From an optimization exercise on the open Yosys and OpenROAD flow, aimed at small area; shortcuts taken in it are not production practice.
Function was checked by simulation only, so behaviour that the tests miss may differ from the original.
Power and IR drop assume default switching activity.

--- flow/run.sh ---
#!/bin/bash
# synth_recipe.tcl (not shown) runs the flow's synth.tcl, then flattens the netlist and writes it again
# the make line also repeats each setting of config.mk as NAME=value (left out here)
make -C /OpenROAD-flow-scripts/flow DESIGN_CONFIG=/design/flow/config.mk WORK_HOME=/design/flow/orfs CLKGATE_MAP_FILE= SYNTH_SCRIPT=/design/flow/synth_recipe.tcl finish
--- flow/constraint.sdc ---
create_clock -name core_clock -period 6.0 [get_ports {clk}]
set_input_delay 1.2000 -clock core_clock [delete_from_list [all_inputs] [get_ports {clk}]]
set_output_delay 1.2000 -clock core_clock [all_outputs]
set_load 0.01 [all_outputs]
--- flow/design.v ---
module inst_buffer #(
  parameter int DEPTH       = 16,
  parameter int FULL_MARGIN = 4
) (
  input  logic        clk,
  input  logic        rst,
  input  logic        flush,
  input  logic        data_ok1,
  input  logic        data_ok2,
  input  logic [31:0] rdata1,
  input  logic [31:0] rdata2,
  input  logic [31:0] raddr1,
  input  logic [31:0] raddr2,
  input  logic [34:0] predict_pkt1,
  input  logic [34:0] predict_pkt2,
  input  logic        dec_stall,
  output logic        instbuffer_full,
  output logic        issue_valid1,
  output logic        issue_valid2,
  output logic [31:0] issue_inst1,
  output logic [31:0] issue_inst2,
  output logic [31:0] issue_addr1,
  output logic [31:0] issue_addr2,
  output logic [34:0] issue_pkt1,
  output logic [34:0] issue_pkt2,
  output logic        overflow_err
);
  localparam int AW = $clog2(DEPTH);
  localparam int CW = AW + 1;
  localparam int HD = DEPTH / 2;
  localparam int W  = 99;
  logic [W-1:0]  bank_e [HD];
  logic [W-1:0]  bank_o [HD];
  logic [AW-1:0] rd_ptr_q, wr_ptr_q;
  logic [CW-1:0] count_q;
  logic          ovf_q;
  logic [1:0]    push_n, acc_n, pop_n;
  logic [CW-1:0] space;
  logic          drop, valid1, valid2, we1, we2;
  logic [AW-1:0] wr_ptr_p1, rd_ptr_p1;
  logic [W-1:0]  in1, in2, wd_e, wd_o;
  logic [HD-1:0] sel_e, sel_o, wen_e, wen_o;
  logic [W-1:0]  rd_e, rd_o, out1, out2;
  assign in1 = {predict_pkt1, raddr1, rdata1};
  assign in2 = {predict_pkt2, raddr2, rdata2};
  always_comb begin
    push_n    = {1'b0, data_ok1} + {1'b0, data_ok1 & data_ok2};
    space     = CW'(DEPTH) - count_q;
    drop      = {{(CW-2){1'b0}}, push_n} > space;
    acc_n     = drop ? space[1:0] : push_n;
    valid1    = (count_q != '0) & ~dec_stall;
    valid2    = (count_q >= CW'(2)) & ~dec_stall;
    pop_n     = {1'b0, valid1} + {1'b0, valid2};
    wr_ptr_p1 = wr_ptr_q + AW'(1);
    rd_ptr_p1 = rd_ptr_q + AW'(1);
    we1       = ~flush & (acc_n != 2'd0);
    we2       = ~flush & (acc_n == 2'd2);
  end
  always_ff @(posedge clk or negedge rst) begin
    if (!rst) begin
      rd_ptr_q <= '0;
      wr_ptr_q <= '0;
      count_q  <= '0;
      ovf_q    <= 1'b0;
    end else if (flush) begin
      rd_ptr_q <= '0;
      wr_ptr_q <= '0;
      count_q  <= '0;
      ovf_q    <= 1'b0;
    end else begin
      rd_ptr_q <= rd_ptr_q + AW'(pop_n);
      wr_ptr_q <= wr_ptr_q + AW'(acc_n);
      count_q  <= count_q + CW'(acc_n) - CW'(pop_n);
      ovf_q    <= ovf_q | drop;
    end
  end
  assign wd_e = wr_ptr_q[0] ? in2 : in1;
  assign wd_o = wr_ptr_q[0] ? in1 : in2;
  always_comb begin
    for (int j = 0; j < HD; j++) begin
      wen_e[j] = (we1 & (wr_ptr_q    == AW'(2*j))) | (we2 & (wr_ptr_p1 == AW'(2*j)));
      wen_o[j] = (we1 & (wr_ptr_q    == AW'(2*j+1))) | (we2 & (wr_ptr_p1 == AW'(2*j+1)));
    end
  end
  always_ff @(posedge clk) begin
    for (int j = 0; j < HD; j++) begin
      if (wen_e[j]) bank_e[j] <= wd_e;
      if (wen_o[j]) bank_o[j] <= wd_o;
    end
  end
  always_comb begin
    for (int j = 0; j < HD; j++) begin
      sel_e[j] = (rd_ptr_p1[AW-1:1] == (AW-1)'(j)) & rd_ptr_q[0] | (rd_ptr_q[AW-1:1] == (AW-1)'(j)) & ~rd_ptr_q[0];
      sel_o[j] = (rd_ptr_q[AW-1:1] == (AW-1)'(j));
    end
    rd_e = '0;
    rd_o = '0;
    for (int j = 0; j < HD; j++) begin
      rd_e = rd_e | ({W{sel_e[j]}} & bank_e[j]);
      rd_o = rd_o | ({W{sel_o[j]}} & bank_o[j]);
    end
    out1 = ({W{valid1 & ~rd_ptr_q[0]}} & rd_e) | ({W{valid1 &  rd_ptr_q[0]}} & rd_o);
    out2 = ({W{valid2 &  rd_ptr_q[0]}} & rd_e) | ({W{valid2 & ~rd_ptr_q[0]}} & rd_o);
  end
  assign issue_valid1    = valid1;
  assign issue_valid2    = valid2;
  assign issue_inst1     = out1[31:0];
  assign issue_addr1     = out1[63:32];
  assign issue_pkt1      = out1[98:64];
  assign issue_inst2     = out2[31:0];
  assign issue_addr2     = out2[63:32];
  assign issue_pkt2      = out2[98:64];
  assign instbuffer_full = (CW'(DEPTH) - count_q) < CW'(FULL_MARGIN);
  assign overflow_err    = ovf_q;
endmodule
--- flow/config.mk ---
export PLATFORM = sky130hd
export DESIGN_NAME = inst_buffer
export DESIGN_NICKNAME = inst_buffer
export VERILOG_FILES = /design/flow/design.v
export SDC_FILE = /design/flow/constraint.sdc
export NUM_CORES = 4
export LEC_CHECK = 0
export ABC_AREA = 1
export CAP_MARGIN = 20
export CORE_MARGIN = 2
export CORE_UTILIZATION = 60
export SLEW_MARGIN = 20
==> flow_summary.ini, run 1 <==
[synth]
synth_top_family_by_area = simple AND/OR/NAND/NOR gates
syn_nets = 5917
synthSimpleGateAreaFrac_pct = 18.99
synth-xor-area-share_pct = 0.04041
synthMuxAreaShare_pct = 0
ys_types = 34
synth_cells = 5691
synth-compound-area-share_pct = 3.810
synth_fa_ha_area_share_pct = 0.4696
synth_edf_count = 1584
synth-seq-area-share_pct = 73.70
yosysWarnings = 3
syn_avg_cell_area_sq_um = 11.42
synth_seq_cells = 1598
ys.flop_type = edfxtp_1
synth-async-reset-ratio_pct = 0.8761
synthesis.area_sq_mm = 0.06501

[clock_tree]
postCtsSetupRepairBufs = 0
cts_buffers = 157
clockBufferDepth = 3
htree_num_levels = 4
holdBufCountCts = 0
cts-root-buf = clkbuf_16
clock_latency_ns = 0.77
cts_tree = yes
post_cts_resize_count = 0
clock_sinks = 1598
cts.reportedPaths.clkPinSlew_ns = 0.06

[routing]
wl_per_cell_microns = 24.43
via_count = 43880
drtAntennaViolNets = 0
vias_per_cell = 5.742
drtIter0Drc = 5085
wirelength_microns = 186700
firstDrtPassIters = 6
drc_errors = 0

[sta]
rsz0062_at_grt = false
fin_skew_ns = 0.02425
finalMaxSlewViolations = 0
min_period_over_period_pct = 90.08
min_period_ns = 5.405
setup_tns_ns = 0
finalHoldViolCount = 0
relSlewSlack_pct = 20.04
worst_slew_pin_slew_ns = 1.187
whs_ns = 0.5474
setup_ws_ns = 0.5950
max_freq_mhz = 185.0
setup_viol = 0

[placement]
dp_slack_ns = 1.019
dpl_cell_area_sq_mm = 0.07140
portBuffers = 405
dp_hpwl_microns = 114300
place.gp.congestion = 0.9110
place_inst = 7357

[finish]
fillers = 7433
nets = 6340
mostFrequentLayoutCells = nand2_1, edfxtp_1, clkdlybuf4s50_1, nor2_1, inv_1
syn_to_final_growth_pct = 17.28
fin_util_pct = 71.13
drive_gt1_share_pct = 5.915
fin_cells = 7643
final_common_cell = nand2_1
final_area_sq_mm = 0.07625

[worst_setup_path]
critPathMaxStageDelay_ns = 0.61
cpMaxStageDelayCell = dfrtp_1
reg2regPathDepth = 14
cp-start-kind = flip-flop
path_buf_inv = 2
r2r_setup_slack_ns = 2.23
crit_fanout = 19
crit_chain = ha_1 -> nor2_1 -> nand2_1 -> o21ai_4 -> buf_4 -> nand2_1 -> nand2_1 -> nor2_1 -> nand2_1 -> nand2_1 -> nand2_1 -> clkdlybuf4s50_1
cp.depth = 12
crit_path_start = rd_ptr_q[1]
r2r-start = count_q[0]
endpoint = issue_inst2[16]
critical_path_class = reg2out
crit_family = buffers and inverters
cp_data_arrival_time_ns = 4.20
cp-end-kind = primary output
required_ns = 4.80
crit_top_cell = nand2_1
r2r-end = bank_e[7][61]

[floorplanning]
top_level_ports = 406
die_w_microns = 333.2
die_h_microns = 333.2
initial_core_util_pct = 60.65
core_sq_mm = 0.1072
rows = 120
dieArea_sq_mm = 0.1110

[hold_path]
holdCritPathClass = reg2reg

[status]
outcome = complete, no violations

[grt]
antenna_found_initial = 3
grt_pass1_wl_microns = 272100
grt_pass1_vias = 41700
grt_max_degree = 100
grt_usage_pct = 33.65
overflow = 0

[power]
total_power_mw = 35.56
powerDensity_mw_per_mm2 = 466.3
p_leak_nw = 28.74
ir_drop_v = 0.0004851

[run]
drv_cap = 0
[worst min path at each step]
stage / from / endpoint / slack [ns] / cells past startpoint
after detailed placement: ovf_q / ovf_q / 0.55 / 2
after global routing: ovf_q / ovf_q / 0.58 / 2
after global placement: ovf_q / ovf_q / 0.56 / 2
after CTS: ovf_q / ovf_q / 0.55 / 2
after floorplan: wr_ptr_q[2] / wr_ptr_q[2] / 0.54 / 2
final: ovf_q / ovf_q / 0.55 / 2
[logic make-up after synthesis]
kind of cell    after synthesis
flops                      1598
fa+ha+maj                    22
simple gates               3174
xor+xnor                      3
buf+inv                     464
compound gates              430
[where the power goes]
part	internal [mW]	leakage (nW)	switching, mW
Combinational	3.32	11.9	8.17
Clock	5.29	2.36	4.05
Sequential	14.5	14.5	0.254
[routing by layer]
metal / global-route usage (%) / share of wire [%] / vias to the layer above
met3: 5.401 / 9.1 / 338
li1: - / - / 20110
met4: 12.30 / 3.5 / 2
met1: 47.07 / 40 / 21270
met2: 54.06 / 48 / 2164
met5: 0 / 0.0070 / -
[final cells by class]
type                            count  area [sq um]  area share (%)
Tap cell                         1403          1755           2.302
Multi-Input combinational cell   3629         15350           20.13
Clock inverter                     90         685.7          0.8992
Clock buffer                      193          4149           5.441
Timing Repair Buffer              521          5588           7.328
Inverter                          207         799.5           1.049
Antenna cell                        2         5.005        0.006564
Sequential cell                  1598         47920           62.85
[state kept, by name, indices dropped and copies added (netlist names)]
signal / count
rd_ptr_q: 4
bank_e: 792
bank_o: 792
wr_ptr_q: 4
count_q: 5
ovf_q: 1
[synth_stat cells (9+ instances only)]
| library cell | n | area share (%) |
|---|---|---|
| nor2_1 | 256 | 1.5 |
| clkbuf_1 | 134 | 0.77 |
| buf_1 | 15 | 0.087 |
| inv_1 | 197 | 1.1 |
| o21ai_0 | 211 | 1.6 |
| o21ai_1 | 10 | 0.077 |
| ha_1 | 18 | 0.35 |
| buf_2 | 90 | 0.69 |
| nand4_1 | 110 | 1.1 |
| nand2_1 | 2721 | 16 |
| inv_2 | 9 | 0.052 |
| edfxtp_1 | 1584 | 73 |
| a22o_1 | 42 | 0.57 |
| nand3_1 | 59 | 0.45 |
| buf_4 | 12 | 0.14 |
| a21oi_1 | 104 | 0.80 |
| dfrtp_1 | 14 | 0.54 |
| and3_1 | 18 | 0.17 |
| a22oi_1 | 56 | 0.65 |
[tightest hold or removal path, stage by stage, from the launching register on]
cell and delay, ns:
dfrtp_1 0.40, inv_1 0.06, a21oi_1 0.05
==> run 2: changes to the inputs <==
--- a/flow/design.v
+++ b/flow/design.v
@@ -40,5 +40,6 @@
   logic [AW-1:0] wr_ptr_p1, rd_ptr_p1;
-  logic [W-1:0]  in1, in2, wd_e, wd_o;
+  logic [W-1:0]  in1, in2, wdn_e, wdn_o;
   logic [HD-1:0] sel_e, sel_o, wen_e, wen_o;
-  logic [W-1:0]  rd_e, rd_o, out1, out2;
+  logic [W-1:0]  rdn_e, rdn_o, out1, out2;
+  logic          sel1_en, sel1_on, sel2_en, sel2_on;
   assign in1 = {predict_pkt1, raddr1, rdata1};
@@ -76,4 +77,6 @@
   end
-  assign wd_e = wr_ptr_q[0] ? in2 : in1;
-  assign wd_o = wr_ptr_q[0] ? in1 : in2;
+  for (genvar b = 0; b < W; b++) begin : g_wmux
+    ib_mux2i u_we (.a(in1[b]), .b(in2[b]), .s(wr_ptr_q[0]), .y(wdn_e[b]));
+    ib_mux2i u_wo (.a(in2[b]), .b(in1[b]), .s(wr_ptr_q[0]), .y(wdn_o[b]));
+  end
   always_comb begin
@@ -86,4 +89,4 @@
     for (int j = 0; j < HD; j++) begin
-      if (wen_e[j]) bank_e[j] <= wd_e;
-      if (wen_o[j]) bank_o[j] <= wd_o;
+      if (wen_e[j]) bank_e[j] <= wdn_e;
+      if (wen_o[j]) bank_o[j] <= wdn_o;
     end
@@ -92,13 +95,28 @@
     for (int j = 0; j < HD; j++) begin
-      sel_e[j] = (rd_ptr_p1[AW-1:1] == (AW-1)'(j)) & rd_ptr_q[0] | (rd_ptr_q[AW-1:1] == (AW-1)'(j)) & ~rd_ptr_q[0];
+      sel_e[j] = rd_ptr_q[0] ? (rd_ptr_p1[AW-1:1] == (AW-1)'(j)) : (rd_ptr_q[AW-1:1] == (AW-1)'(j));
       sel_o[j] = (rd_ptr_q[AW-1:1] == (AW-1)'(j));
     end
-    rd_e = '0;
-    rd_o = '0;
-    for (int j = 0; j < HD; j++) begin
-      rd_e = rd_e | ({W{sel_e[j]}} & bank_e[j]);
-      rd_o = rd_o | ({W{sel_o[j]}} & bank_o[j]);
-    end
-    out1 = ({W{valid1 & ~rd_ptr_q[0]}} & rd_e) | ({W{valid1 &  rd_ptr_q[0]}} & rd_o);
-    out2 = ({W{valid2 &  rd_ptr_q[0]}} & rd_e) | ({W{valid2 & ~rd_ptr_q[0]}} & rd_o);
+    sel1_en = ~(valid1 & ~rd_ptr_q[0]);
+    sel1_on = ~(valid1 &  rd_ptr_q[0]);
+    sel2_en = ~(valid2 &  rd_ptr_q[0]);
+    sel2_on = ~(valid2 & ~rd_ptr_q[0]);
+  end
+  for (genvar b = 0; b < W; b++) begin : g_rd
+    logic [2:0] xe, xo;
+    ib_ao222n u_e0 (.a1(sel_e[0]), .a2(bank_e[0][b]), .b1(sel_e[1]), .b2(bank_e[1][b]),
+                    .c1(sel_e[2]), .c2(bank_e[2][b]), .y(xe[0]));
+    ib_ao222n u_e1 (.a1(sel_e[3]), .a2(bank_e[3][b]), .b1(sel_e[4]), .b2(bank_e[4][b]),
+                    .c1(sel_e[5]), .c2(bank_e[5][b]), .y(xe[1]));
+    ib_ao22n  u_e2 (.a1(sel_e[6]), .a2(bank_e[6][b]), .b1(sel_e[7]), .b2(bank_e[7][b]),
+                    .y(xe[2]));
+    ib_nand3  u_e3 (.a(xe[0]), .b(xe[1]), .c(xe[2]), .y(rdn_e[b]));
+    ib_ao222n u_o0 (.a1(sel_o[0]), .a2(bank_o[0][b]), .b1(sel_o[1]), .b2(bank_o[1][b]),
+                    .c1(sel_o[2]), .c2(bank_o[2][b]), .y(xo[0]));
+    ib_ao222n u_o1 (.a1(sel_o[3]), .a2(bank_o[3][b]), .b1(sel_o[4]), .b2(bank_o[4][b]),
+                    .c1(sel_o[5]), .c2(bank_o[5][b]), .y(xo[1]));
+    ib_ao22n  u_o2 (.a1(sel_o[6]), .a2(bank_o[6][b]), .b1(sel_o[7]), .b2(bank_o[7][b]),
+                    .y(xo[2]));
+    ib_nand3  u_o3 (.a(xo[0]), .b(xo[1]), .c(xo[2]), .y(rdn_o[b]));
+    ib_oa22n  u_s1 (.a1(sel1_en), .a2(rdn_e[b]), .b1(sel1_on), .b2(rdn_o[b]), .y(out1[b]));
+    ib_oa22n  u_s2 (.a1(sel2_en), .a2(rdn_e[b]), .b1(sel2_on), .b2(rdn_o[b]), .y(out2[b]));
   end
@@ -115 +133,16 @@
 endmodule
+module ib_mux2i (input logic a, b, s, output logic y);
+  assign y = ~(s ? b : a);
+endmodule
+module ib_ao222n (input logic a1, a2, b1, b2, c1, c2, output logic y);
+  assign y = ~((a1 & a2) | (b1 & b2) | (c1 & c2));
+endmodule
+module ib_ao22n (input logic a1, a2, b1, b2, output logic y);
+  assign y = ~((a1 & a2) | (b1 & b2));
+endmodule
+module ib_nand3 (input logic a, b, c, output logic y);
+  assign y = ~(a & b & c);
+endmodule
+module ib_oa22n (input logic a1, a2, b1, b2, output logic y);
+  assign y = ~((a1 | a2) & (b1 | b2));
+endmodule
--- a/flow/config.mk
+++ b/flow/config.mk
@@ -7,3 +7,2 @@
 export LEC_CHECK = 0
-export ABC_AREA = 1
 export CAP_MARGIN = 20
@@ -11,2 +10,7 @@
 export CORE_UTILIZATION = 60
+export CTS_BUF_LIST = sky130_fd_sc_hd__clkbuf_8
+export CTS_CLUSTER_DIAMETER = 50
+export CTS_CLUSTER_SIZE = 28
 export SLEW_MARGIN = 20
+export SYNTH_HIERARCHICAL = 1
+export SYNTH_MINIMUM_KEEP_SIZE = 0
==> run 2 against run 1 <==
Largest cell class unchanged. Critical path depth down 2. Fmax down 6.8%. Cell area down 7.9%. Critical endpoint is now issue_addr1[19]. Still clean. Wire length down 10%. Area after synthesis down 7.9%. Clock power down 29%.
==> flow_summary.ini, run 2 <==
[clock_tree]
cts.reportedPaths.clkPinSlew_ns = 0.08
cts_buffers = 136
clock_latency_ns = 0.86
clock_sinks = 1598
cts_tree = yes
clockBufferDepth = 3
htree_num_levels = 4
holdBufCountCts = 0
cts-root-buf = clkbuf_8
postCtsSetupRepairBufs = 0

[routing]
drtAntennaViolNets = 0
drc_errors = 0
firstDrtPassIters = 9
wl_per_cell_microns = 33.54
via_count = 35910
wirelength_microns = 168000
vias_per_cell = 7.169
drtIter0Drc = 5609

[floorplanning]
die_w_microns = 319.9
die_h_microns = 319.9
initial_core_util_pct = 60.65
dieArea_sq_mm = 0.1023
rows = 115
core_sq_mm = 0.09871
top_level_ports = 406

[synth]
synth_seq_cells = 1598
syn_nets = 3199
synth-async-reset-ratio_pct = 0.8761
synth_edf_count = 1584
yosysTopAreaCellShare_pct = 79.46
syn_avg_cell_area_sq_um = 20.14
synthTopCellsByCount = edfxtp_1, a222oi_1, o22ai_1
synth-seq-area-share_pct = 80.04
yosys-top-cells-area = edfxtp_1, a222oi_1, a22oi_2, mux2i_1, o22ai_1
synthesis.area_sq_mm = 0.05986
synth_cells = 2973
yosys.area.top_type = edfxtp_1
ys_types = 46
yosysWarnings = 11
yosysMostFrequentCell = edfxtp_1
ys.flop_type = edfxtp_1

[power]
p_int_mw = 19.45
ir_drop_v = 0.0004381
swShare_pct = 33.00
power_frac_seq_pct = 46.6
p_comb_share_pct = 30.7
pwr-share-clk_pct = 22.8
p_switching_mw = 9.583
p_leak_nw = 21.11
total_power_mw = 29.04
powerDensity_mw_per_mm2 = 413.5

[worst_setup_path]
cp_data_arrival_time_ns = 4.60
crit_path_start = rd_ptr_q[3]
cp-start-kind = flip-flop
critical_path_class = reg2out
reg2regPathDepth = 10
r2r_setup_slack_ns = 2.07
endpoint = issue_addr1[19]
r2r-end = bank_o[1][50]
required_ns = 4.80
crit_fanout = 28
r2r-start = count_q[0]
cp-end-kind = primary output

[sta]
setup_ws_ns = 0.2012
relSlewSlack_pct = 28.87
max_freq_mhz = 172.4
finalHoldViolCount = 0
whs_ns = 0.5303
finalMaxSlewViolations = 0
min_period_over_period_pct = 96.65
worst_slew_pin_slew_ns = 1.037
setup_tns_ns = 0
fin_skew_ns = 0.03078
setup_viol = 0
min_period_ns = 5.799
rsz0062_at_grt = false

[placement]
portBuffers = 405
place_inst = 4752
dpl_cell_area_sq_mm = 0.06717
dp_slack_ns = 0.6355
place.gp.congestion = 0.7970
dp_hpwl_microns = 92780

[grt]
met3_usage_pct = 5.845
grt_pass1_vias = 36390
antenna_found_initial = 5
grt_usage_pct = 32.80
grtUsageMet2_pct = 54.31
grt_pass1_wl_microns = 242700
busiest_layer = met2
grt_max_degree = 100
grt.met1_usage_pct = 44.51
overflow = 0

[run]
drv_cap = 0

[hold_path]
whs_path_depth = 2
holdCritPathClass = reg2reg

[finish]
final_area_sq_mm = 0.07023
final_common_cell = edfxtp_1
fin_cells = 5009
fin_util_pct = 71.15
nets = 3830
syn_to_final_growth_pct = 17.31
reg.largest.list = bank_e (792), bank_o (792), count_q (5)
mostFrequentLayoutCells = edfxtp_1, clkdlybuf4s50_1, a222oi_1, mux2i_1, nand3_1
drive_gt1_share_pct = 15.71

[status]
outcome = complete, no violations
## run 2: repair_timing
action	4_1_cts	5_1_grt
pin swaps	0	1
setup endpoints to repair	195	4
resized for setup	2	1
## run 2: worst min-delay path by stage
stage	from	endpoint	slack, ns
global route	ovf_q	ovf_q	0.57
floorplan	ovf_q	ovf_q	0.54
CTS	ovf_q	ovf_q	0.53
global placement	ovf_q	ovf_q	0.49
detailed placement	ovf_q	ovf_q	0.49
finish	ovf_q	ovf_q	0.53
## run 2: area by class of cell
class                           instances  area (sq um)
Tap cell                             1287          1610
Fill cell                            6151         28480
Timing Repair Buffer                  503          5360
Antenna cell                            5         12.51
Clock inverter                        111          1090
Multi-Input combinational cell       1351         12250
Clock buffer                          140          1927
Inverter                               14         52.55
Sequential cell                      1598         47920
## run 2: power groups by stage
stage | Sequential (mW) | Combinational, mW | Clock (mW)
after floorplan | 13.9 | 4.39 | 0
after global placement | 13.7 | 8.63 | 0
after CTS | 13.5 | 8.83 | 6.70
final | 13.5 | 8.91 | 6.61
after global routing | 13.6 | 9.34 | 7.15
after detailed placement | 13.8 | 8.79 | 0
## run 2: kinds of logic after synthesis
kind of cell / Yosys count / share of synthesized area (%)
flops: 1598 / 80.04
mux: 203 / 3.411
fa+ha+maj: 22 / 0.5100
compound gates: 833 / 13.30
xor+xnor: 8 / 0.1170
simple gates: 285 / 2.473
buf+inv: 24 / 0.1505
## run 2: critical path, stage by stage, from the launching register on
cell and delay [ns]:
dfrtp_4 0.59, nand2b_1 0.36, nand2_1 0.15, nor2_1 0.13
o21ai_1 0.18, o22ai_4 0.75, buf_4 0.54, a222oi_1 0.13
nand3_1 0.23, o22ai_1 0.13, clkdlybuf4s50_1 0.53
## run 2: routing by layer
metal	share of wire (%)	vias up	routed length (microns)
li1	-	14870	-
met4	3.0	0	5079
met1	37	18330	61930
met2	49	2426	82480
met5	0	-	0
met3	11	289	18500
## run 2: modules after synthesis, one instance, submodules excluded
module / cell area [sq um] / flip-flops and latches
ib_ao222n: 10.01 / 0
ib_ao22n: 12.51 / 0
ib_mux2i: 10.01 / 0
ib_nand3: 5.005 / 0
ib_oa22n: 6.256 / 0
inst_buffer: 49210 / 1598
==> run 3: changes to the inputs <==
--- a/flow/config.mk
+++ b/flow/config.mk
@@ -10,5 +10,2 @@
 export CORE_UTILIZATION = 60
-export CTS_BUF_LIST = sky130_fd_sc_hd__clkbuf_8
-export CTS_CLUSTER_DIAMETER = 50
-export CTS_CLUSTER_SIZE = 28
 export SLEW_MARGIN = 20
==> run 3 against run 2 <==
Fmax increased by 0.44%. Non-clock buffer count is the same. Via count is 1.1% higher. Cell count grew 0.62%.
==> flow_summary.ini, run 3 <==
[placement]
place.gp.congestion = 0.7970
dp_hpwl_microns = 92780
portBuffers = 405
dpl_cell_area_sq_mm = 0.06717

[sta]
whs_ns = 0.5231
setup_viol = 0
min_period_ns = 5.773
finalMaxSlewViolations = 0
max_freq_mhz = 173.2
worst_slew_pin_slew_ns = 1.013
fin_skew_ns = 0.02335
relSlewSlack_pct = 30.55
finalHoldViolCount = 0
rsz0062_at_grt = false
min_period_over_period_pct = 96.22

[grt]
grt_pass1_wl_microns = 244100
grt_max_degree = 100
overflow = 0
antenna_found_initial = 4
grt_usage_pct = 32.96
grt_pass1_vias = 36580

[power]
swShare_pct = 30.25
p_leak_nw = 22.06
pwr-share-clk_pct = 29.6
powerDensity_mw_per_mm2 = 442.2
p_comb_share_pct = 28.0
power_frac_seq_pct = 42.4
p_int_mw = 22.26
p_switching_mw = 9.652
ir_drop_v = 0.0004124

[worst_setup_path]
path_buf_inv = 2
cp-end-kind = primary output
cp_data_arrival_time_ns = 4.57
crit_fanout = 28
crit_family = compound AO/OA/AOI/OAI gates
required_ns = 4.80
cpMaxStageDelayCell = o22ai_4
critical_path_class = reg2out
critPathMaxStageDelay_ns = 0.78
crit_chain = nand2b_1 -> nand2_1 -> nor2_1 -> o21ai_1 -> o22ai_4 -> buf_4 -> a222oi_1 -> nand3_1 -> o22ai_1 -> clkdlybuf4s50_1
cp-start-kind = flip-flop

[routing]
wirelength_microns = 169100
vias_per_cell = 7.201
wl_per_cell_microns = 33.56
via_count = 36290
drtIter0Drc = 5733
drc_errors = 0
drtAntennaViolNets = 0
firstDrtPassIters = 7

[floorplanning]
dieArea_sq_mm = 0.1023
core_sq_mm = 0.09871
initial_core_util_pct = 60.65
top_level_ports = 406
die_h_microns = 319.9
rows = 115
die_w_microns = 319.9

[finish]
final_area_sq_mm = 0.07216
nets = 3851
final_common_cell = edfxtp_1
reg.largest.list = bank_e (792), bank_o (792), count_q (5)
syn_to_final_growth_pct = 20.54
mostFrequentLayoutCells = edfxtp_1, clkdlybuf4s50_1, a222oi_1, mux2i_1, nand3_1
drive_gt1_share_pct = 14.75

[synth]
synth_cells = 2973
synth-async-reset-ratio_pct = 0.8761
ys.flop_type = edfxtp_1
syn_avg_cell_area_sq_um = 20.14
yosysTopAreaCellShare_pct = 79.46
yosysWarnings = 11
synthesis.area_sq_mm = 0.05986
synthTopCellsByCount = edfxtp_1, a222oi_1, o22ai_1
synth_seq_cells = 1598
yosys.area.top_type = edfxtp_1
synth_edf_count = 1584
yosysMostFrequentCell = edfxtp_1
yosys-top-cells-area = edfxtp_1, a222oi_1, a22oi_2, mux2i_1, o22ai_1
syn_nets = 3199
ys_types = 46
synth-seq-area-share_pct = 80.04

[clock_tree]
clockBufferDepth = 3
htree_num_levels = 4
clock_latency_ns = 0.76
cts.reportedPaths.clkPinSlew_ns = 0.06
holdBufCountCts = 0
postCtsSetupRepairBufs = 0
cts_tree = yes
cts-root-buf = clkbuf_16
cts_buffers = 157
clock_sinks = 1598

[status]
outcome = complete, no violations

[run]
drv_cap = 0

[hold_path]
holdCritPathClass = reg2reg
[run 3: cell type report]
type / count / area [sq um]
antenna: 3 / 7.507
tap: 1287 / 1610
multi-input combinational: 1351 / 12250
timing repair buffer: 503 / 5360
inverter: 14 / 52.55
sequential: 1598 / 47920
clock inverter: 77 / 630.6
clock buffer: 207 / 4329
fill: 5907 / 26550
[run 3: metrics by stage]
stage | power (mW) | setup TNS, ns | instances | setup slack, ns | utilization [%]
floorplan | 18.25 | -272.25 | 2973 | -0.5367 | -
detailed placement | 22.56 | 0 | 4752 | 0.6355 | 68.05
CTS | 31.91 | 0 | 5036 | 0.03642 | 73.07
global route | 32.91 | 0 | 5040 | 0.06822 | 73.11
finish | 31.91 | 0 | 5040 | 0.2269 | 73.11
global placement | 22.36 | 0 | 4752 | 0.7514 | 68.05
[run 3: kinds of logic after synthesis]
family          count (synthesis)  synth area share (%)
compound gates                833                 13.30
flops                        1598                 80.04
buf+inv                        24                0.1505
simple gates                  285                 2.473
xor+xnor                        8                0.1170
fa+ha+maj                      22                0.5100
mux                           203                 3.411
[run 3: routing by layer]
| metal | GRT usage, % | up-vias | wire length [microns] |
|---|---|---|---|
| met4 | 10.89 | 0 | 5052 |
| met1 | 44.63 | 18540 | 62460 |
| li1 | - | 14950 | - |
| met5 | 0 | - | 0 |
| met3 | 6.218 | 298 | 18910 |
| met2 | 54.59 | 2511 | 82690 |
[run 3: final timing paths]
kind | startpoint | to | slack [ns] | cells past startpoint
min reg2reg | ovf_q | ovf_q | 0.52 | 2
min in group asynchronous | rst | ovf_q | 0.89 | 1
max | rd_ptr_q[3] | issue_addr1[0] | 0.23 | 10
min | ovf_q | ovf_q | 0.52 | 2
max reg2reg | count_q[0] | bank_o[4][3] | 2.05 | 10
max in group asynchronous | rst | wr_ptr_q[0] | 4.54 | 1
[run 3: per-module statistics from Yosys (local to each module, per instance)]
module | area (sq um) | cells inside | flops+latches | copies in the design
inst_buffer | 49210 | 1785 | 1598 | 1
ib_ao22n | 12.51 | 1 | 0 | 198
ib_ao222n | 10.01 | 1 | 0 | 396
ib_mux2i | 10.01 | 1 | 0 | 198
ib_oa22n | 6.256 | 1 | 0 | 198
ib_nand3 | 5.005 | 1 | 0 | 198
[run 3: power by group through the flow]
stage	Combinational (mW)	Sequential, mW	Clock [mW]
floorplan	4.39	13.9	0
global placement	8.63	13.7	0
detailed placement	8.79	13.8	0
CTS	8.83	13.5	9.53
global route	9.34	13.6	9.99
finish	8.92	13.5	9.45
[run 3: timing repair]
item,in CTS,in global routing
hold endpoints to repair,0,0
endpoints found under the setup margin,166,90
resized for setup,1,1
[run 3: worst reg2reg max path: cells and delay by family, from the launching register on]
| family | cells | cell delay, ns |
|---|---|---|
| AOI/OAI and AO/OA | 2 | 0.49 |
| adders and majority gates | 2 | 0.64 |
| buffers and inverters | 3 | 0.80 |
| DFF | 1 | 0.51 |
| muxes | 1 | 0.45 |
| and+or+nand+nor | 2 | 0.58 |
==> run 4: changes to the inputs <==
==> flow/flow/run.sh (new file) <==
#!/bin/bash
# Standard layout, with each port buffered by the smallest buffer cell.
set -euo pipefail
cd "$(dirname "$0")/.."
bash standard.sh 'BUFFER_PORTS_ARGS=-buffer_cell sky130_fd_sc_hd__buf_1' finish > standard_flow.log 2>&1
==> flow/standard.sh (new file) <==
#!/bin/bash
# synth_recipe.tcl (not shown) runs the flow's synth.tcl, then flattens the netlist and writes it again
# the make line also repeats each setting of config.mk as NAME=value (left out here)
make -C /OpenROAD-flow-scripts/flow DESIGN_CONFIG=/design/flow/config.mk WORK_HOME=/design/flow/orfs CLKGATE_MAP_FILE= SYNTH_SCRIPT=/design/flow/synth_recipe.tcl "${@:-finish}"
--- a/flow/config.mk
+++ b/flow/config.mk
@@ -10,2 +10,5 @@
 export CORE_UTILIZATION = 60
+export CTS_BUF_LIST = sky130_fd_sc_hd__clkbuf_8
+export CTS_CLUSTER_DIAMETER = 50
+export CTS_CLUSTER_SIZE = 28
 export SLEW_MARGIN = 20
removed: flow/run.sh
==> run 4 against run 3 <==
Sequential share of layout area is 4.4 points higher. Count of clock-buffer cells in the layout is 60 lower. Sequential cell count stayed put. Cell count is 0.50% lower. Sequential power hardly changed. Register-to-register slack worse by 0.26 ns. Worst setup slack better by 0.082 ns. Area after synthesis stayed put. Total power is 12% lower. Die area stayed put. Non-clock buffer count is 2 lower. Critical path type unchanged. Largest cell class unchanged.
==> flow_summary.ini, run 4 <==
[placement]
place.gp.congestion = 0.8103
portBuffers = 405
dp_hpwl_microns = 89160
dp_slack_ns = 1.018
place_inst = 4751

[synth]
yosysTopAreaCellShare_pct = 79.46
synth-seq-area-share_pct = 80.04
yosysWarnings = 11
yosys-top-cells-area = edfxtp_1, a222oi_1, a22oi_2, mux2i_1, o22ai_1
synth_fa_ha_area_share_pct = 0.5100
synthMuxAreaShare_pct = 3.411
synth-xor-area-share_pct = 0.1170
syn_avg_cell_area_sq_um = 20.14
synth_top_family_by_area = compound AO/OA/AOI/OAI gates
ys_types = 46
synthesis.area_sq_mm = 0.05986
syn_nets = 3199
yosysMostFrequentCell = edfxtp_1
synth_cells = 2973
synth_seq_cells = 1598
synth-async-reset-ratio_pct = 0.8761
yosys.area.top_type = edfxtp_1
synthTopCellsByCount = edfxtp_1, a222oi_1, o22ai_1
synthSimpleGateAreaFrac_pct = 2.473
synth_edf_count = 1584
synth-compound-area-share_pct = 13.30
ys.flop_type = edfxtp_1

[routing]
firstDrtPassIters = 9
wirelength_microns = 164300
drtIter0Drc = 5378
vias_per_cell = 7.136
drtAntennaViolNets = 0
wl_per_cell_microns = 32.75
via_count = 35790
drc_errors = 0

[clock_tree]
cts.reportedPaths.clkPinSlew_ns = 0.09
clockBufferDepth = 3
clock_sinks = 1598
holdBufCountCts = 0
cts-root-buf = clkbuf_8
cts_buffers = 138
htree_num_levels = 4
clock_latency_ns = 0.87
cts_tree = yes

[grt]
overflow = 0
grt_usage_pct = 31.95
antenna_found_initial = 11
grt_pass1_wl_microns = 237500
grt_pass1_vias = 36090
grt_max_degree = 104

[finish]
drive_gt1_share_pct = 15.50
fin_cells = 5015
fin_util_pct = 68.61
mostFrequentLayoutCells = edfxtp_1, buf_1, a222oi_1, mux2i_1, nand3_1
fillers = 6423
reg.largest.list = bank_e (792), bank_o (792), count_q (5)
syn_to_final_growth_pct = 13.14
nets = 3830
final_common_cell = edfxtp_1

[power]
swShare_pct = 33.43
p_comb_share_pct = 27.3
pwr-share-clk_pct = 24.3
powerDensity_mw_per_mm2 = 413.2
ir_drop_v = 0.0004021
total_power_mw = 27.99
p_leak_nw = 20.17
p_int_mw = 18.63
power_frac_seq_pct = 48.5
p_switching_mw = 9.357

[worst_setup_path]
cp-start-kind = flip-flop
cp.depth = 10
cp_data_arrival_time_ns = 4.49
critPathMaxStageDelay_ns = 0.95
crit_family = compound AO/OA/AOI/OAI gates
required_ns = 4.80
crit_fanout = 17
cpMaxStageDelayCell = o22ai_4
path_buf_inv = 2
r2r_setup_slack_ns = 1.79
crit_chain = nand2b_1 -> and2_1 -> o21ai_0 -> nand2_1 -> o22ai_4 -> buf_4 -> a222oi_1 -> nand3_1 -> o22ai_1 -> buf_1
r2r-start = count_q[0]
critical_path_class = reg2out
cp-end-kind = primary output
r2r-end = bank_e[3][47]
reg2regPathDepth = 11

[floorplanning]
top_level_ports = 406
rows = 115
die_h_microns = 319.9
die_w_microns = 319.9
initial_core_util_pct = 60.65
dieArea_sq_mm = 0.1023
core_sq_mm = 0.09871

[run]
drv_cap = 0

[sta]
finalHoldViolCount = 0
setup_ws_ns = 0.3089
finalMaxSlewViolations = 0
fin_skew_ns = 0.04266
whs_ns = 0.4724
worst_slew_pin_slew_ns = 1.220
min_period_over_period_pct = 94.85
max_freq_mhz = 175.7
setup_viol = 0
relSlewSlack_pct = 18.66
rsz0062_at_grt = false
min_period_ns = 5.691

[hold_path]
holdCritPathClass = in2async

[status]
outcome = complete, no violations
[run 4: cell families after synthesis]
logic type / Yosys count
compound gates: 833
xor+xnor: 8
fa+ha+maj: 22
buf+inv: 24
flops: 1598
mux: 203
simple gates: 285
[run 4: worst max path at each step]
stage / start / to / slack [ns]
after global placement: rd_ptr_q[1] / issue_pkt2[30] / 1.07
after global routing: rd_ptr_q[1] / issue_pkt1[27] / 0.13
after floorplan: wr_ptr_q[0] / bank_o[0][0] / -0.54
after detailed placement: rd_ptr_q[1] / issue_inst2[30] / 1.02
final: rd_ptr_q[1] / issue_pkt2[30] / 0.31
after CTS: rd_ptr_q[1] / issue_addr2[30] / 0.05
[run 4: timing repair]
action / 4_1_cts / 5_1_grt
setup endpoints to repair: 0 / 144
buffers inserted: 0 / 0
resized for setup: 0 / 4
[run 4: modules after synthesis (local to each module, per instance)]
module       flip-flops and latches  area [sq um]  times used  cells
ib_ao222n                         0         10.01         396      1
ib_ao22n                          0         12.51         198      1
ib_mux2i                          0         10.01         198      1
ib_nand3                          0         5.005         198      1
ib_oa22n                          0         6.256         198      1
inst_buffer                    1598         49210           1   1785
[run 4: metal layers]
layer / share of wire (%) / global-route usage [%]
met1: 38 / 43.88
met2: 49 / 52.75
met4: 2.6 / 10.30
met5: 0.028 / 0
met3: 10 / 5.560
[run 4: final cells by class]
class                           count  area (sq um)  share of cell area [%]
Clock buffer                      147          2023                   2.987
Tap cell                         1287          1610                   2.378
Antenna cell                       12         30.03                 0.04434
Inverter                           14         52.55                 0.07759
Clock inverter                    105          1080                   1.594
Multi-Input combinational cell   1351         12260                   18.10
Sequential cell                  1598         47920                   70.76
Timing Repair Buffer              501          2749                   4.059
[run 4: per-stage QoR]
stage	TNS, ns	instance area [sq um]
3_5_place_dp	0	64580
6_report	0	67730
4_1_cts	0	67680
2_1_floorplan	-272.25	60130
3_3_place_gp	0	64570
5_1_grt	0	67710
[run 4: power by group through the flow]
stage,sequential [mW],clock [mW],combinational (mW)
floorplan,13.9,0,4.39
global placement,13.8,0,7.41
detailed placement,13.8,0,7.55
CTS,13.6,6.90,7.58
global route,13.6,7.30,8.08
finish,13.6,6.79,7.64
==> run 5: changes to the inputs <==
--- a/flow/design.v
+++ b/flow/design.v
@@ -42,4 +42,4 @@
   logic [HD-1:0] sel_e, sel_o, wen_e, wen_o;
-  logic [W-1:0]  rdn_e, rdn_o, out1, out2;
-  logic          sel1_en, sel1_on, sel2_en, sel2_on;
+  logic [W-1:0]  rd_e, rd_o, out1, out2;
+  logic          sel1_e, sel1_o, sel2_e, sel2_o;
   assign in1 = {predict_pkt1, raddr1, rdata1};
@@ -95,28 +95,22 @@
     for (int j = 0; j < HD; j++) begin
-      sel_e[j] = rd_ptr_q[0] ? (rd_ptr_p1[AW-1:1] == (AW-1)'(j)) : (rd_ptr_q[AW-1:1] == (AW-1)'(j));
-      sel_o[j] = (rd_ptr_q[AW-1:1] == (AW-1)'(j));
+      sel_e[j] = ~(rd_ptr_q[0] ? (rd_ptr_p1[AW-1:1] == (AW-1)'(j)) : (rd_ptr_q[AW-1:1] == (AW-1)'(j)));
+      sel_o[j] = ~(rd_ptr_q[AW-1:1] == (AW-1)'(j));
     end
-    sel1_en = ~(valid1 & ~rd_ptr_q[0]);
-    sel1_on = ~(valid1 &  rd_ptr_q[0]);
-    sel2_en = ~(valid2 &  rd_ptr_q[0]);
-    sel2_on = ~(valid2 & ~rd_ptr_q[0]);
+    sel1_e = valid1 & ~rd_ptr_q[0];
+    sel1_o = valid1 &  rd_ptr_q[0];
+    sel2_e = valid2 &  rd_ptr_q[0];
+    sel2_o = valid2 & ~rd_ptr_q[0];
   end
   for (genvar b = 0; b < W; b++) begin : g_rd
-    logic [2:0] xe, xo;
-    ib_ao222n u_e0 (.a1(sel_e[0]), .a2(bank_e[0][b]), .b1(sel_e[1]), .b2(bank_e[1][b]),
-                    .c1(sel_e[2]), .c2(bank_e[2][b]), .y(xe[0]));
-    ib_ao222n u_e1 (.a1(sel_e[3]), .a2(bank_e[3][b]), .b1(sel_e[4]), .b2(bank_e[4][b]),
-                    .c1(sel_e[5]), .c2(bank_e[5][b]), .y(xe[1]));
-    ib_ao22n  u_e2 (.a1(sel_e[6]), .a2(bank_e[6][b]), .b1(sel_e[7]), .b2(bank_e[7][b]),
-                    .y(xe[2]));
-    ib_nand3  u_e3 (.a(xe[0]), .b(xe[1]), .c(xe[2]), .y(rdn_e[b]));
-    ib_ao222n u_o0 (.a1(sel_o[0]), .a2(bank_o[0][b]), .b1(sel_o[1]), .b2(bank_o[1][b]),
-                    .c1(sel_o[2]), .c2(bank_o[2][b]), .y(xo[0]));
-    ib_ao222n u_o1 (.a1(sel_o[3]), .a2(bank_o[3][b]), .b1(sel_o[4]), .b2(bank_o[4][b]),
-                    .c1(sel_o[5]), .c2(bank_o[5][b]), .y(xo[1]));
-    ib_ao22n  u_o2 (.a1(sel_o[6]), .a2(bank_o[6][b]), .b1(sel_o[7]), .b2(bank_o[7][b]),
-                    .y(xo[2]));
-    ib_nand3  u_o3 (.a(xo[0]), .b(xo[1]), .c(xo[2]), .y(rdn_o[b]));
-    ib_oa22n  u_s1 (.a1(sel1_en), .a2(rdn_e[b]), .b1(sel1_on), .b2(rdn_o[b]), .y(out1[b]));
-    ib_oa22n  u_s2 (.a1(sel2_en), .a2(rdn_e[b]), .b1(sel2_on), .b2(rdn_o[b]), .y(out2[b]));
+    logic [3:0] xe, xo;
+    for (genvar k = 0; k < HD / 2; k++) begin : g_pair
+      ib_oa22n u_e (.a1(sel_e[2*k]), .a2(bank_e[2*k][b]), .b1(sel_e[2*k+1]), .b2(bank_e[2*k+1][b]),
+                    .y(xe[k]));
+      ib_oa22n u_o (.a1(sel_o[2*k]), .a2(bank_o[2*k][b]), .b1(sel_o[2*k+1]), .b2(bank_o[2*k+1][b]),
+                    .y(xo[k]));
+    end
+    ib_or4   u_e3 (.a(xe[0]), .b(xe[1]), .c(xe[2]), .d(xe[3]), .y(rd_e[b]));
+    ib_or4   u_o3 (.a(xo[0]), .b(xo[1]), .c(xo[2]), .d(xo[3]), .y(rd_o[b]));
+    ib_ao22  u_s1 (.a1(sel1_e), .a2(rd_e[b]), .b1(sel1_o), .b2(rd_o[b]), .y(out1[b]));
+    ib_ao22  u_s2 (.a1(sel2_e), .a2(rd_e[b]), .b1(sel2_o), .b2(rd_o[b]), .y(out2[b]));
   end
@@ -136,10 +130,4 @@
 endmodule
-module ib_ao222n (input logic a1, a2, b1, b2, c1, c2, output logic y);
-  assign y = ~((a1 & a2) | (b1 & b2) | (c1 & c2));
-endmodule
-module ib_ao22n (input logic a1, a2, b1, b2, output logic y);
-  assign y = ~((a1 & a2) | (b1 & b2));
-endmodule
-module ib_nand3 (input logic a, b, c, output logic y);
-  assign y = ~(a & b & c);
+module ib_or4 (input logic a, b, c, d, output logic y);
+  assign y = a | b | c | d;
 endmodule
@@ -148 +136,4 @@
 endmodule
+module ib_ao22 (input logic a1, a2, b1, b2, output logic y);
+  assign y = (a1 & a2) | (b1 & b2);
+endmodule
--- a/flow/config.mk
+++ b/flow/config.mk
@@ -9,6 +9,7 @@
 export CORE_MARGIN = 2
-export CORE_UTILIZATION = 60
+export CORE_UTILIZATION = 75
 export CTS_BUF_LIST = sky130_fd_sc_hd__clkbuf_8
-export CTS_CLUSTER_DIAMETER = 50
-export CTS_CLUSTER_SIZE = 28
+export CTS_CLUSTER_DIAMETER = 45
+export CTS_CLUSTER_SIZE = 24
+export PLACE_DENSITY = 0.8
 export SLEW_MARGIN = 20
==> run 5 against run 4 <==
Via count grew 5.1%. Non-clock buffer count is the same. Total power grew 0.15%. Critical path type unchanged. Register-to-register slack lost 0.26 ns. Combinational power grew 3.4%. Clock power shrank 3.2%.
==> flow_summary.ini, run 5 <==
[power]
power_frac_seq_pct = 48.4
p_leak_nw = 20.89
swShare_pct = 33.75
powerDensity_mw_per_mm2 = 419.2
p_comb_share_pct = 28.2
total_power_mw = 28.03
p_switching_mw = 9.460
ir_drop_v = 0.0003435
pwr-share-clk_pct = 23.4
p_int_mw = 18.57

[hold_path]
holdCritPathClass = in2async

[grt]
grt_usage_pct = 40.42
grt_max_degree = 100
antenna_found_initial = 16
overflow = 0
grt_pass1_wl_microns = 237100
grt_pass1_vias = 37340

[synth]
yosysWarnings = 11
syn_avg_cell_area_sq_um = 18.70
yosys.area.top_type = edfxtp_1
synth-seq-area-share_pct = 80.69
yosys-top-cells-area = edfxtp_1, o22ai_1, mux2i_1, a22o_1, or4_1
synthesis.area_sq_mm = 0.05939
synthTopCellsByCount = edfxtp_1, o22ai_1, mux2i_1
ys.flop_type = edfxtp_1
synthMuxAreaShare_pct = 3.443
synth-xor-area-share_pct = 0.1327
synth_fa_ha_area_share_pct = 0.5141
synth_top_family_by_area = compound AO/OA/AOI/OAI gates
synthSimpleGateAreaFrac_pct = 3.234
yosysTopAreaCellShare_pct = 80.10
synth_seq_cells = 1598
ys_types = 47
synth-async-reset-ratio_pct = 0.8761
yosysMostFrequentCell = edfxtp_1
synth-compound-area-share_pct = 11.78
synth_cells = 3176
synth_edf_count = 1584
syn_nets = 3402

[clock_tree]
clockBufferDepth = 3
holdBufCountCts = 0
clock_sinks = 1598
htree_num_levels = 4
cts-root-buf = clkbuf_8
cts_buffers = 135
postCtsSetupRepairBufs = 0
post_cts_resize_count = 0
clock_latency_ns = 0.85
cts_tree = yes
cts.reportedPaths.clkPinSlew_ns = 0.09

[worst_setup_path]
required_ns = 4.80
reg2regPathDepth = 11
cp-start-kind = flip-flop
crit_fanout = 33
cp-end-kind = primary output
crit_path_start = rd_ptr_q[3]
endpoint = issue_addr1[30]
r2r-end = bank_e[2][23]
r2r-start = count_q[0]
critical_path_class = reg2out
r2r_setup_slack_ns = 1.53
cp_data_arrival_time_ns = 4.67

[floorplanning]
die_w_microns = 285.4
dieArea_sq_mm = 0.08145
initial_core_util_pct = 75.42
rows = 103
top_level_ports = 406
die_h_microns = 285.4
core_sq_mm = 0.07874

[sta]
relSlewSlack_pct = 21.39
setup_viol = 0
worst_slew_pin_slew_ns = 1.179
setup_ws_ns = 0.1306
max_freq_mhz = 170.4
min_period_over_period_pct = 97.82
finalMaxSlewViolations = 0
finalHoldViolCount = 0
min_period_ns = 5.869
rsz0062_at_grt = false
fin_skew_ns = 0.04345

[finish]
reg.largest.list = bank_e (792), bank_o (792), count_q (5)
final_common_cell = edfxtp_1
nets = 4029
syn_to_final_growth_pct = 12.61
mostFrequentLayoutCells = edfxtp_1, o22ai_1, buf_1, mux2i_1
fin_util_pct = 84.93
final_area_sq_mm = 0.06687
drive_gt1_share_pct = 9.476
fin_cells = 4981

[run]
drv_cap = 0

[status]
outcome = complete, no violations

[routing]
wl_per_cell_microns = 32.75
drtIter0Drc = 5154
firstDrtPassIters = 5
wirelength_microns = 163200
via_count = 37620
drc_errors = 0
drtAntennaViolNets = 0
vias_per_cell = 7.552

[placement]
place.gp.congestion = 0.8460
dp_hpwl_microns = 90070
place_inst = 4716
dpl_cell_area_sq_mm = 0.06386
dp_slack_ns = 1.023
portBuffers = 405
==> run 5: metrics by stage <==
step	hold WS, ns	TNS (ns)
after floorplan	0.5351	-1010.49
final	0.4805	0
after detailed placement	0.5229	0
after CTS	0.4836	0
after global placement	0.5540	0
after global routing	0.5237	0
==> run 5: Yosys stat by module (local to each module, per instance) <==
module	area [sq um]	times used	cells
ib_or4	7.507	198	1
ib_oa22n	6.256	792	1
ib_ao22	8.758	198	1
ib_mux2i	10.01	198	1
inst_buffer	49230	1	1790
==> run 5: layout make-up <==
type,instances,area (sq um)
fillers,3522,11870
well taps,1050,1314
repair buffers,501,2849
multi-input cells,1550,11710
flip-flops and latches,1598,47920
clock inverters,110,1066
clock buffers,139,1913
diodes,16,40.04
inverters,17,63.81
==> run 5: worst min path at each step <==
| stage | endpoint | start | cells after the start | slack (ns) |
|---|---|---|---|---|
| 2_1_floorplan | ovf_q | ovf_q | 2 | 0.54 |
| 3_3_place_gp | ovf_q | ovf_q | 2 | 0.55 |
| 3_5_place_dp | ovf_q | ovf_q | 2 | 0.52 |
| 4_1_cts | rd_ptr_q[1] | rst | 1 | 0.48 |
| 5_1_grt | rd_ptr_q[0] | rst | 1 | 0.52 |
| 6_report | rd_ptr_q[0] | rst | 1 | 0.48 |
==> run 5: critical path, cell delays in order (launching register included) <==
cell,delay (ns)
dfrtp_1,0.70
clkinv_1,0.57
nand2_1,0.33
or2_4,0.66
buf_12,0.33
o22ai_1,0.13
or4_1,0.68
a22o_1,0.25
buf_1,0.13
==> run 5: logic make-up after synthesis <==
kind of cell	after synthesis
flops	1598
compound gates	1031
buf+inv	28
xor+xnor	9
simple gates	284
mux	204
fa+ha+maj	22
==> run 5: power by group through the flow <==
| stage | Combinational [mW] | Sequential (mW) | Clock, mW |
|---|---|---|---|
| 6_report | 7.90 | 13.6 | 6.57 |
| 5_1_grt | 8.21 | 13.6 | 7.00 |
| 4_1_cts | 7.69 | 13.6 | 6.59 |
| 3_5_place_dp | 7.64 | 13.8 | 0 |
| 3_3_place_gp | 7.38 | 13.8 | 0 |
| 2_1_floorplan | 4.49 | 13.9 | 0 |
==> run 5: layer usage <==
layer	routed length, microns	GRT usage (%)
met3	24480	9.408
met4	7412	19.52
met1	53630	54.66
met2	77560	63.64
met5	69	0
==> run 6: changes to the inputs <==
--- a/flow/config.mk
+++ b/flow/config.mk
@@ -9,3 +9,3 @@
 export CORE_MARGIN = 2
-export CORE_UTILIZATION = 75
+export CORE_UTILIZATION = 60
 export CTS_BUF_LIST = sky130_fd_sc_hd__clkbuf_8
@@ -13,3 +13,2 @@
 export CTS_CLUSTER_SIZE = 24
-export PLACE_DENSITY = 0.8
 export SLEW_MARGIN = 20
==> run 6 against run 5 <==
Area after synthesis unchanged. Sequential power hardly changed. Still clean on timing, DRC and antenna. Largest power group unchanged. Critical path depth increased by 1. Clock power is about 10% higher. Worst hold slack got worse by 0.024 ns. Largest cell class unchanged. Global-route usage shrank 7.8 points.
==> flow_summary.ini, run 6 <==
[synth]
yosys-top-cells-area = edfxtp_1, o22ai_1, mux2i_1, a22o_1, or4_1
syn_nets = 3402
synth_seq_cells = 1598
yosys.area.top_type = edfxtp_1
yosysWarnings = 11
synthTopCellsByCount = edfxtp_1, o22ai_1, mux2i_1
yosysMostFrequentCell = edfxtp_1
ys.flop_type = edfxtp_1
synthesis.area_sq_mm = 0.05939
synth-async-reset-ratio_pct = 0.8761
synth-seq-area-share_pct = 80.69
ys_types = 47
synth_cells = 3176
yosysTopAreaCellShare_pct = 80.10
synth_edf_count = 1584
syn_avg_cell_area_sq_um = 18.70

[sta]
worst_slew_pin_slew_ns = 1.077
rsz0062_at_grt = false
relSlewSlack_pct = 27.96
setup_tns_ns = 0
min_period_ns = 5.783
fin_skew_ns = 0.06190
finalMaxSlewViolations = 0
finalHoldViolCount = 0
max_freq_mhz = 172.9
setup_viol = 0
min_period_over_period_pct = 96.39

[placement]
dp_hpwl_microns = 94600
place.gp.congestion = 0.8234
portBuffers = 405
place_inst = 4972
dpl_cell_area_sq_mm = 0.06451

[worst_setup_path]
reg2regPathDepth = 10
cp-end-kind = primary output
required_ns = 4.80
cp_data_arrival_time_ns = 4.58
cp-start-kind = flip-flop
endpoint = issue_pkt2[5]
critical_path_class = reg2out
r2r_setup_slack_ns = 1.86
r2r-end = bank_o[2][48]
crit_path_start = rd_ptr_q[3]
r2r-start = count_q[0]
crit_fanout = 72

[grt]
grt_usage_pct = 32.60
grt_max_degree = 100
overflow = 0
antenna_found_initial = 6
grt_pass1_vias = 36020
grt_pass1_wl_microns = 240300

[finish]
drive_gt1_share_pct = 10.65
reg.largest.list = bank_e (792), bank_o (792), count_q (5)
fillers = 6415
final_area_sq_mm = 0.06797
mostFrequentLayoutCells = edfxtp_1, o22ai_1, buf_1, mux2i_1
fin_util_pct = 69.17
final_common_cell = edfxtp_1
nets = 4062
syn_to_final_growth_pct = 14.46
fin_cells = 5252

[floorplanning]
rows = 115
top_level_ports = 406
die_w_microns = 318.6
dieArea_sq_mm = 0.1015
core_sq_mm = 0.09828
die_h_microns = 318.6
initial_core_util_pct = 60.43

[clock_tree]
cts_tree = yes
htree_num_levels = 4
holdBufCountCts = 0
cts.reportedPaths.clkPinSlew_ns = 0.07
clock_sinks = 1598
postCtsSetupRepairBufs = 0
cts-root-buf = clkbuf_8
cts_buffers = 149
clockBufferDepth = 3
post_cts_resize_count = 0
clock_latency_ns = 0.89

[routing]
wirelength_microns = 165900
drtAntennaViolNets = 0
drc_errors = 0
drtIter0Drc = 4132
vias_per_cell = 6.954
firstDrtPassIters = 6
wl_per_cell_microns = 31.60
via_count = 36520

[power]
ir_drop_v = 0.0002553
p_leak_nw = 21.30
powerDensity_mw_per_mm2 = 424.0
total_power_mw = 28.82

[hold_path]
holdCritPathClass = in2async

[run]
drv_cap = 0

[status]
outcome = complete, no violations
## run 6: cell counts after synthesis
No cell type changed its count.
## run 6: critical path, cell delays in order (launching register included)
cell and delay, ns:
dfrtp_1 0.75, clkinvlp_4 0.48, nand2_1 0.27, o22ai_1 0.15, a32oi_4 0.26, buf_12 0.44, o22ai_1 0.20, or4_1 0.72
a22o_1 0.26, buf_1 0.13
## run 6: worst min path at each step
stage | endpoint | slack, ns | cells after the start | startpoint
after detailed placement | ovf_q | 0.49 | 2 | ovf_q
after CTS | count_q[0] | 0.41 | 1 | rst
after global placement | ovf_q | 0.48 | 2 | ovf_q
after floorplan | ovf_q | 0.54 | 2 | ovf_q
after global routing | count_q[0] | 0.48 | 1 | rst
final | ovf_q | 0.46 | 1 | rst
## run 6: cell families (layout without fill, tap and decap cells)
| kind of cell | Yosys count | after routing | share of synthesized area [%] |
|---|---|---|---|
| DFF | 1598 | 1598 | 80.69 |
| muxes | 204 | 204 | 3.443 |
| other | 0 | 2 | 0 |
| xor gates and xnor gates | 9 | 9 | 0.1327 |
| adders and majority gates | 22 | 22 | 0.5141 |
| and+or+nand+nor | 284 | 284 | 3.234 |
| buffers and inverters | 28 | 815 | 0.2086 |
| AOI/OAI and AO/OA | 1031 | 1031 | 11.78 |
## run 6: layer usage
metal,routed length [microns],up-vias,track usage [%]
met3,16260,315,5.457
li1,-,15340,-
met2,81440,2080,53.64
met4,3815,12,8.942
met1,64330,18770,45.78
met5,92,-,0
## run 6: cell type report
| cell class | instances | area (sq um) | share of cell area [%] |
|---|---|---|---|
| Sequential cell | 1598 | 47920 | 70.50 |
| Multi-Input combinational cell | 1550 | 11720 | 17.24 |
| Timing Repair Buffer | 520 | 3204 | 4.714 |
| Clock buffer | 155 | 2133 | 3.138 |
| Tap cell | 1287 | 1610 | 2.369 |
| Clock inverter | 123 | 1310 | 1.927 |
| Inverter | 17 | 67.56 | 0.09940 |
| Antenna cell | 2 | 5.005 | 0.007363 |
## run 6: modules after synthesis, one instance, submodules excluded
module | flops+latches | cell area (sq um)
inst_buffer | 1598 | 49230
ib_mux2i | 0 | 10.01
ib_ao22 | 0 | 8.758
ib_or4 | 0 | 7.507
ib_oa22n | 0 | 6.256
## run 6: power by group
group / switching, mW / internal (mW) / leakage (nW)
combinational: 5.36 / 2.66 / 5.09
sequential: 0.233 / 13.3 / 14.5
clock: 4.00 / 3.24 / 1.73
## run 6: stage by stage
| step | hold slack (ns) | worst slack, ns |
|---|---|---|
| final | 0.4568 | 0.2166 |
| after CTS | 0.4067 | 0.04839 |
| after global routing | 0.4769 | 0.09517 |
| after global placement | 0.4792 | 1.083 |
| after detailed placement | 0.4905 | 0.9814 |
| after floorplan | 0.5351 | -1.099 |
==> run 7: changes to the inputs <==
==> flow/flow/run.sh (replaced) <==
#!/bin/bash
# Standard layout, with each port buffered by the smallest buffer cell and
# clock tree synthesis without dummy loads.
set -euo pipefail
cd "$(dirname "$0")/.."
bash standard.sh \
  'BUFFER_PORTS_ARGS=-buffer_cell sky130_fd_sc_hd__buf_1' \
  'CTS_ARGS=-sink_clustering_enable -repair_clock_nets -sink_clustering_size 30 -sink_clustering_max_diameter 55 -buf_list sky130_fd_sc_hd__clkbuf_16 -dont_use_dummy_load' \
  finish > standard_flow.log 2>&1
--- a/flow/config.mk
+++ b/flow/config.mk
@@ -9,6 +9,4 @@
 export CORE_MARGIN = 2
-export CORE_UTILIZATION = 60
-export CTS_BUF_LIST = sky130_fd_sc_hd__clkbuf_8
-export CTS_CLUSTER_DIAMETER = 45
-export CTS_CLUSTER_SIZE = 24
+export CORE_UTILIZATION = 70
+export PLACE_DENSITY = 0.75
 export SLEW_MARGIN = 20
==> run 7 against run 6 <==
Sequential share of layout area is 1.2 points higher. Critical path type unchanged. Worst hold slack better by 0.037 ns. Sequential power hardly changed. Non-clock buffer count is 5 lower. Count of clock-buffer cells in the layout is 50 lower. Global-route usage is 4.7 points higher. Worst setup slack better by 0.052 ns. Largest power group unchanged.
==> flow_summary.ini, run 7 <==
[status]
outcome = complete, no violations

[power]
ir_drop_v = 0.0005139
p_leak_nw = 20.76
powerDensity_mw_per_mm2 = 415.0

[routing]
wl_per_cell_microns = 33.06
via_count = 37050
vias_per_cell = 7.523
drtAntennaViolNets = 0
drc_errors = 0
wirelength_microns = 162800
firstDrtPassIters = 6
drtIter0Drc = 4950

[worst_setup_path]
crit_chain = ha_1 -> nand2_1 -> nor2_1 -> nor2_1 -> o22a_1 -> o32a_2 -> buf_12 -> o22ai_1 -> or4_1 -> a22o_1 -> buf_1
cp_data_arrival_time_ns = 4.53
required_ns = 4.80
cp-start-kind = flip-flop
critPathMaxStageDelay_ns = 0.65
crit_family = compound AO/OA/AOI/OAI gates
critical_path_class = reg2out
crit_fanout = 41
r2r_setup_slack_ns = 1.83
reg2regPathDepth = 12
crit_top_cell = nor2_1
cp-end-kind = primary output
r2r-end = bank_e[6][95]
path_buf_inv = 2
r2r-start = count_q[0]
cpMaxStageDelayCell = or4_1

[clock_tree]
clock_latency_ns = 0.71
postCtsSetupRepairBufs = 0
cts-root-buf = clkbuf_16
clock_sinks = 1598
cts.reportedPaths.clkPinSlew_ns = 0.08
cts_buffers = 105
cts_tree = yes
holdBufCountCts = 0
htree_num_levels = 3
post_cts_resize_count = 0
clockBufferDepth = 3

[finish]
nets = 4013
multi_input_area_sq_mm = 0.01171
regArea_sq_mm = 0.04792
reg.largest.list = bank_e (792), bank_o (792), count_q (5)
drive_gt1_share_pct = 6.843
final_common_cell = edfxtp_1
fillers = 4374
syn_to_final_growth_pct = 12.47
final_area_sq_mm = 0.06679
mostFrequentLayoutCells = edfxtp_1, o22ai_1, buf_1, mux2i_1

[sta]
fin_skew_ns = 0.09089
setup_tns_ns = 0
max_freq_mhz = 174.5
worst_slew_pin_slew_ns = 1.083
min_period_ns = 5.732
rsz0062_at_grt = false
finalHoldViolCount = 0
setup_viol = 0
finalMaxSlewViolations = 0
relSlewSlack_pct = 25.75
min_period_over_period_pct = 95.53

[synth]
synth_top_family_by_area = compound AO/OA/AOI/OAI gates
synth-seq-area-share_pct = 80.69
yosys.area.top_type = edfxtp_1
yosys-top-cells-area = edfxtp_1, o22ai_1, mux2i_1, a22o_1, or4_1
yosysMostFrequentCell = edfxtp_1
synth-compound-area-share_pct = 11.78
ys_types = 47
synthSimpleGateAreaFrac_pct = 3.234
syn_avg_cell_area_sq_um = 18.70
yosysWarnings = 11
synth-async-reset-ratio_pct = 0.8761
synthTopCellsByCount = edfxtp_1, o22ai_1, mux2i_1
ys.flop_type = edfxtp_1
synth-xor-area-share_pct = 0.1327
synthMuxAreaShare_pct = 3.443
synthesis.area_sq_mm = 0.05939
synth_fa_ha_area_share_pct = 0.5141
yosysTopAreaCellShare_pct = 80.10
syn_nets = 3402
synth_edf_count = 1584
synth_seq_cells = 1598
synth_cells = 3176

[floorplanning]
core_sq_mm = 0.08382
die_w_microns = 295.3
initial_core_util_pct = 70.85
dieArea_sq_mm = 0.08718
die_h_microns = 295.3
rows = 106
top_level_ports = 406

[grt]
grt_pass1_vias = 36350
grt_max_degree = 103
grt_pass1_wl_microns = 234100
antenna_found_initial = 12
grt_usage_pct = 37.31
overflow = 0

[hold_path]
holdCritPathClass = reg2reg
holdPathEnd = ovf_q
whs_path_depth = 2
hp-start = ovf_q

[placement]
place.gp.congestion = 0.8434
dpl_cell_area_sq_mm = 0.06412
dp_hpwl_microns = 91620
portBuffers = 405

[run]
drv_cap = 0
-- run 7: layout make-up --
class / count / share of cell area (%)
clock buffers: 105 / 3.934
inverters: 17 / 0.09554
multi-input cells: 1550 / 17.53
flip-flops and latches: 1598 / 71.75
diodes: 5 / 0.01873
well taps: 1134 / 2.124
repair buffers: 515 / 4.550
-- run 7: stage by stage --
stage / hold WS (ns) / worst slack, ns / total power [mW] / utilization (%) / cells
after floorplan: 0.5351 / -1.099 / 18.36 / - / 3176
after global placement: 0.4818 / 1.041 / 21.12 / 76.43 / 4807
after detailed placement: 0.4846 / 1.035 / 21.38 / 76.50 / 4812
after CTS: 0.4971 / 0.3087 / 27.56 / 79.64 / 4917
after global routing: 0.5604 / 0.1289 / 28.50 / 79.68 / 4923
final: 0.4942 / 0.2683 / 27.71 / 79.68 / 4924
-- run 7: worst max-delay path by stage --
stage	startpoint	endpoint	slack, ns	cells past startpoint
2_1_floorplan	wr_ptr_q[0]	bank_o[0][0]	-1.10	4
3_3_place_gp	data_ok1	bank_e[6][51]	1.04	9
3_5_place_dp	rd_ptr_q[1]	issue_inst1[19]	1.04	11
4_1_cts	rd_ptr_q[1]	issue_inst1[3]	0.31	11
5_1_grt	rd_ptr_q[1]	issue_inst1[3]	0.13	11
6_report	rd_ptr_q[1]	issue_inst2[19]	0.27	11
-- run 7: logic make-up after synthesis --
| family | Yosys count |
|---|---|
| flops | 1598 |
| mux | 204 |
| xor+xnor | 9 |
| fa+ha+maj | 22 |
| simple gates | 284 |
| buf+inv | 28 |
| compound gates | 1031 |
-- run 7: worst register-to-register path, cell delays in order, from the launching register on --
cell and delay, ns:
dfrtp_1 0.50, inv_1 0.16, ha_1 0.35, inv_1 0.07, ha_1 0.29, nor2b_1 0.18, o221ai_1 0.19, a21oi_4 0.33
mux2i_1 0.36, o32ai_4 0.73, buf_6 0.28, buf_6 0.17, buf_12 0.25
-- run 7: per-module statistics from Yosys (local to each module, per instance) --
module,cell area [sq um],times used,flip-flops and latches
inst_buffer,49230,1,1598
ib_or4,7.507,198,0
ib_ao22,8.758,198,0
ib_oa22n,6.256,792,0
ib_mux2i,10.01,198,0
-- run 7: power by group --
part           internal, mW  switching [mW]
logic                  2.51            5.29
clock network          3.08            3.26
registers              13.3           0.234
total                  18.9            8.79
-- run 7: metal layers --
layer | share of wire, % | GRT usage (%) | up-vias
li1 | - | - | 15120
met2 | 49 | 59.72 | 2903
met5 | 0.076 | 0 | -
met4 | 3.8 | 14.60 | 16
met1 | 35 | 51.43 | 18580
met3 | 13 | 7.856 | 423

[separate check: timing with driven ports]
The flow's constraints put no driver on any port. The routed layouts listed below were extracted and timed again, unchanged, in two steps. Step 1 assumes that a clkbuf_16 drives the clock port and a buf_2 every other input. Step 2, shift: input delay + t, output delay - t, t = (earliest + latest rising clock arrival at the registers) / 2. This alone moves slack from input paths to output paths. a / b / c = ideal / step 1 / step 2; a / b = the first two.
run | t, ns | setup WS [ns] | latest minus earliest clock arrival (ns) | worst data-port slew with drivers (ns) | pins driven straight from the clock port
run 1 | 0.824 | 0.595 / 0.519 / 0.945 | 0.036 / 0.036 | 0.13 | 1
run 2 | 0.909 | 0.201 / 0.131 / 0.617 | 0.052 / 0.051 | 0.15 | 1
run 3 | 0.819 | 0.227 / 0.155 / 0.621 | 0.028 / 0.028 | 0.15 | 1
run 4 | 0.912 | 0.309 / 0.241 / 1.104 | 0.044 / 0.044 | 0.14 | 1
run 5 | 0.895 | 0.131 / 0.059 / 0.950 | 0.061 / 0.061 | 0.15 | 1
run 6 | 0.929 | 0.217 / 0.142 / 1.071 | 0.062 / 0.062 | 0.16 | 1
run 7 | 0.736 | 0.268 / 0.194 / 0.930 | 0.091 / 0.091 | 0.13 | 1
After both steps setup and hold are still met in every run listed.
